This design comes from an exercise in tuning for small area, a short achievable clock period and few clock cycles on the open sky130 flow, not from production work. The RTL was checked by simulation tests, not by an equivalence proof against the original design. Power and IR drop assume default switching activity.

// segmax_stream
module segmax_stream
#(
   parameter int DATA_W = segmax_pkg::DATA_W_DEF,
   parameter int LANES  = 8,
   parameter int CNT_W  = 16
) (
   input  logic                    clk,
   input  logic                    rst,
   input  logic [1:0]              seg_mode,
   input  logic                    in_valid,
   output logic                    in_ready,
   input  logic [LANES*DATA_W-1:0] in_data,
   input  logic                    in_last,
   output logic                    out_valid,
   input  logic                    out_ready,
   output logic [LANES*DATA_W-1:0] out_max,
   output logic [CNT_W-1:0]        out_beats
);
For scale: ~23,000 um2 of cells after synthesis.
clock: 10.0 ns
lec_check: 0
abc_area: 1
cap_margin: 20
core_margin: 2
core_utilization: 40
setup_slack_margin: 5
slew_margin: 20
standard.sh (not shown) runs the stock make flow with config.mk's settings and CLKGATE_MAP_FILE= SYNTH_SCRIPT=/design/flow/synth_recipe.tcl, a recipe that flattens the netlist after the stock synthesis.
==> flow/flow/run.sh <==
#!/bin/bash
# The standard layout, with plain buffers on the ports instead of delay cells,
# and timing repair aiming a little further below the clock period.
# make's full output goes to standard.log; each ORFS step logs under orfs/logs.
export BUFFER_PORTS_ARGS="-buffer_cell sky130_fd_sc_hd__buf_1"
bash standard.sh SETUP_SLACK_MARGIN=6.5 finish > standard.log 2>&1
The first run completed without violations.
Testbench counts at the start, summed over its fixed seeds: cycles 22,349.
Then changed:
TNS_END_PERCENT = 5   (was default)
Result: First-iteration DRC count came out lower by 8.2%; wire length came out lower by 6.4%; synthesized cell count is unchanged.
Then changed:
--- a/flow/flow/run.sh
+++ b/flow/flow/run.sh
@@ -5,2 +5,2 @@
 export BUFFER_PORTS_ARGS="-buffer_cell sky130_fd_sc_hd__buf_1"
-bash standard.sh SETUP_SLACK_MARGIN=6.5 finish > standard.log 2>&1
+bash standard.sh SETUP_SLACK_MARGIN=6.0 finish > standard.log 2>&1
TNS_END_PERCENT = default   (was 5)
Sequential power is about the same.
Non-clock buffer count came out lower by 9.
Total power drops by 2.0%.
Clock-buffer cell count is unchanged.
Die area stays the same.
Worst hold slack is about the same.
Critical path depth fell by 5.
Then changed:
--- a/flow/flow/run.sh
+++ b/flow/flow/run.sh
@@ -5,2 +5,2 @@
 export BUFFER_PORTS_ARGS="-buffer_cell sky130_fd_sc_hd__buf_1"
-bash standard.sh SETUP_SLACK_MARGIN=6.0 finish > standard.log 2>&1
+bash standard.sh SETUP_SLACK_MARGIN=6.5 finish > standard.log 2>&1
CORE_UTILIZATION = 55   (was 40)
Outcome:
- The changed run ran to the end with no violations
- cell area is higher by 2.7%
- final cell count goes down by 4.2%
- total power is higher by 6.0%
- hold slack gains 0.015 ns
Then changed:
--- a/flow/flow/run.sh
+++ b/flow/flow/run.sh
@@ -5,2 +5,2 @@
 export BUFFER_PORTS_ARGS="-buffer_cell sky130_fd_sc_hd__buf_1"
-bash standard.sh SETUP_SLACK_MARGIN=6.5 finish > standard.log 2>&1
+bash standard.sh SETUP_SLACK_MARGIN=7.5 finish > standard.log 2>&1
CORE_UTILIZATION = 40   (was 55)
The changed run completed with no timing, DRC or antenna violations.
Routed wire length is higher by a quarter to a third.
Power is higher by about a fifth.
Maximum frequency is higher by a few percent.
Design area is higher by a quarter to a third.
Clock power is higher by a few percent.
Sequential power is lower by a few percent.
Hold slack stays flat.
Cell count is higher by about a fifth.
Count of clock-buffer cells in the layout is higher by 1.
Via count is higher by roughly a tenth.
Then changed:
==> flow/run.sh (new file) <==
#!/bin/bash
# synth_recipe.tcl (not shown) runs the flow's synth.tcl, then flattens the netlist and writes it again
# the make line also repeats each setting of config.mk as NAME=value (left out here)
make -C /OpenROAD-flow-scripts/flow DESIGN_CONFIG=/design/flow/config.mk WORK_HOME=/design/flow/orfs CLKGATE_MAP_FILE= SYNTH_SCRIPT=/design/flow/synth_recipe.tcl finish
removed: flow/flow/run.sh
removed: flow/standard.sh
Effect:
- The new run passed the timing, DRC and antenna checks
- area after synthesis stays the same
- worst setup slack loses 1.3 ns
- synthesized cell count stays the same
- non-clock buffer count went down by 446
- clock-buffer cell count came out higher by 4
- design area falls by 20%
- via count decreases by 17%
- routed wire length decreases by 25%
- total power drops by 19%

* * *

Setup of job 9715:
segmax_stream, a different RTL version from the one above (not shown whole).
Size in the first run: ~3500 cells after synthesis, roughly 280 flip-flops, about 540 I/O pins, about 23000 µm² of cells after synthesis.
==> flow/design.v (excerpt) <==
module segmax_stream
#(
   parameter int DATA_W = segmax_pkg::DATA_W_DEF,
   parameter int LANES  = 8,
   parameter int CNT_W  = 16
) (
   input  logic                    clk,
   input  logic                    rst,
   input  logic [1:0]              seg_mode,
   input  logic                    in_valid,
   output logic                    in_ready,
   input  logic [LANES*DATA_W-1:0] in_data,
   input  logic                    in_last,
   output logic                    out_valid,
   input  logic                    out_ready,
   output logic [LANES*DATA_W-1:0] out_max,
   output logic [CNT_W-1:0]        out_beats
);
   logic                  in_row_q, out_valid_q, stall, accept, first;
   logic                  m2_q, m4_q, m2, m4;         
   logic                  v1_q, first1_q, last1_q, two1_q, four1_q, one1;
   logic [DATA_W-1:0]     lane  [8];
   logic [DATA_W-1:0]     p     [4];
   logic [DATA_W-1:0]     p_q   [4];
   logic [DATA_W-1:0]     acc_q [4];
   logic [CNT_W-1:0]      cnt_q;
   logic                  upd, load1;
   logic [DATA_W-1:0]     acc_cmp [4];
   logic                  g10, g20, g30, g21, g31, g32;
   logic [3:0]            x;
   logic                  s00, s01, s02, s03, s11, s12, s13, s22, s33;
   assign stall     = out_valid_q && !out_ready;
   assign in_ready  = !stall;
   assign accept    = in_valid && !stall;
   assign first     = !in_row_q;
   assign m2        = first ? (seg_mode == 2'd1) : m2_q;
   assign m4        = first ? (seg_mode == 2'd2) : m4_q;
   for (genvar i = 0; i < 8; i++) begin : g_lane
      assign lane[i] = in_data[i*DATA_W +: DATA_W];
   end
   for (genvar i = 0; i < 4; i++) begin : g_p
      segmax_tree #(.DATA_W(DATA_W)) u_p (.a_i(lane[2*i]), .b_i(lane[2*i+1]), .max_o(p[i]));
  ...
clock: 10.0 ns
lec_check: 0
abc_area: 1
cap_margin: 20
core_margin: 2
core_utilization: 40
setup_slack_margin: 5
slew_margin: 20
==> flow/flow/run.sh <==
#!/bin/bash
# The standard layout, with plain buffers on the ports instead of delay cells,
# and timing repair aiming a little further below the clock period.
# make's full output goes to standard.log; each ORFS step logs under orfs/logs.
export BUFFER_PORTS_ARGS="-buffer_cell sky130_fd_sc_hd__buf_1"
bash standard.sh SETUP_SLACK_MARGIN=5.6 finish > standard.log 2>&1
Job 9715 finished end to end and its layout was clean on timing, DRC and antenna.
Testbench counts of job 9715, summed over its fixed seeds: cycles 21,117.
Changes in job 4353 relative to job 9715:
- a change of CORE_UTILIZATION from 40 to 50
- an added CTS_BUF_LIST of sky130_fd_sc_hd__clkbuf_4 sky130_fd_sc_hd__clkbuf_8
--- a/flow/flow/run.sh
+++ b/flow/flow/run.sh
@@ -6 +6 @@
-bash standard.sh SETUP_SLACK_MARGIN=5.6 finish > standard.log 2>&1
+bash standard.sh SETUP_SLACK_MARGIN=6.0 finish > standard.log 2>&1
Summary of job 4353 over job 9715: worst setup margin moved down, number of multi-input logic gates level, routed length on met3 moved up.
Cmp job 9715 and job 4353 / width of the die / higher: job 9715
Job 4353 vs job 9715 — part of the total power dissipated in combinational logic rose 0.9 points.
Number of buffers created by CTS (higher): job 4353
For job 4353, the critical path's slowest cell was sky130_fd_sc_hd__nor2_4, unlike job 9715, where it was sky130_fd_sc_hd__buf_2.
Compare job 9715 and job 4353 | worst hold slack lower: job 9715
For job 8940, these inputs were changed with respect to job 4353:
- CTS_BUF_LIST removed (was sky130_fd_sc_hd__clkbuf_4 sky130_fd_sc_hd__clkbuf_8)
- ABC_AREA removed (was 1)
- CORE_UTILIZATION changed from 50 to 40
==> comparison <==
Job 8940 vs job 4353 — net count of the finished layout dropped 1061. Of the two candidates, job 4353 has the better die area and job 8940 the worse one. Job 8940 vs job 4353 — starting density of the core dropped 10 points.
Setup changes, job 8940 to job 4061
- ABC_AREA now 1, previously not set
Results
- Of the two values seen for source of the critical timing path, in_data[198] was produced by job 8940 and out_ready by job 4061.
- From job 8940 to job 4061 the numbers moved as follows: vertical extent of the die now larger, area after synthesis went up about 5%, global routing met3 resource utilization went up 0.60 points, fmax climbed 9.6 MHz.
- | wire length per cell | job 4061 vs job 8940 | 7.7 µm lower |

[re-timing with driven ports]
Ports are ideal in the flow. The routed layouts listed here were re-timed in OpenROAD. Step 1 assumes that a clkbuf_16 drives the clock port and a buf_2 every other input. Step 2, shift: input delay + t, output delay - t, t = (earliest + latest rising clock arrival at the registers) / 2. This alone moves slack from input paths to output paths. Slacks: no drivers / after step 1 / after step 2; pairs: no drivers / after step 1.
| run | shift t [ns] | slack for setup (ns) | worst setup path after step 2 | worst data-port slew with drivers (ns) | cell pins on the clock port's net |
|---|---|---|---|---|---|
| the first run of note 1 | 0.597 | 6.520 / 6.541 / 5.944 | input to register | 0.10 | 1 |
| the second run of note 1 | 0.593 | 6.398 / 6.412 / 5.819 | input to register | 0.12 | 1 |
| the third run of note 1 | 0.604 | 6.027 / 6.051 / 5.447 | input to register | 0.12 | 1 |
| the fourth run of note 1 | 0.597 | 6.370 / 6.370 / 5.922 | input to register | 0.11 | 1 |
| the fifth run of note 1 | 0.613 | 6.602 / 6.581 / 5.968 | input to register | 0.11 | 1 |
| the sixth run of note 1 | 0.603 | 5.344 / 5.364 / 4.761 | input to register | 0.11 | 1 |
| job 9715 | 0.599 | 5.617 / 5.595 / 5.332 | input to register | 0.11 | 1 |
| job 4353 | 0.701 | 5.580 / 5.549 / 5.442 | input to register | 0.11 | 1 |
| job 8940 | 0.615 | 5.468 / 5.497 / 4.882 | input to register | 0.06 | 1 |
| job 4061 | 0.599 | 5.658 / 5.625 / 5.622 | input to register | 0.11 | 1 |
After both steps setup and hold are still met in every run listed. The setup slack of the fifth run of note 1, which loses most, moves by -0.021 ns with the drivers and by -0.634 ns with both steps.
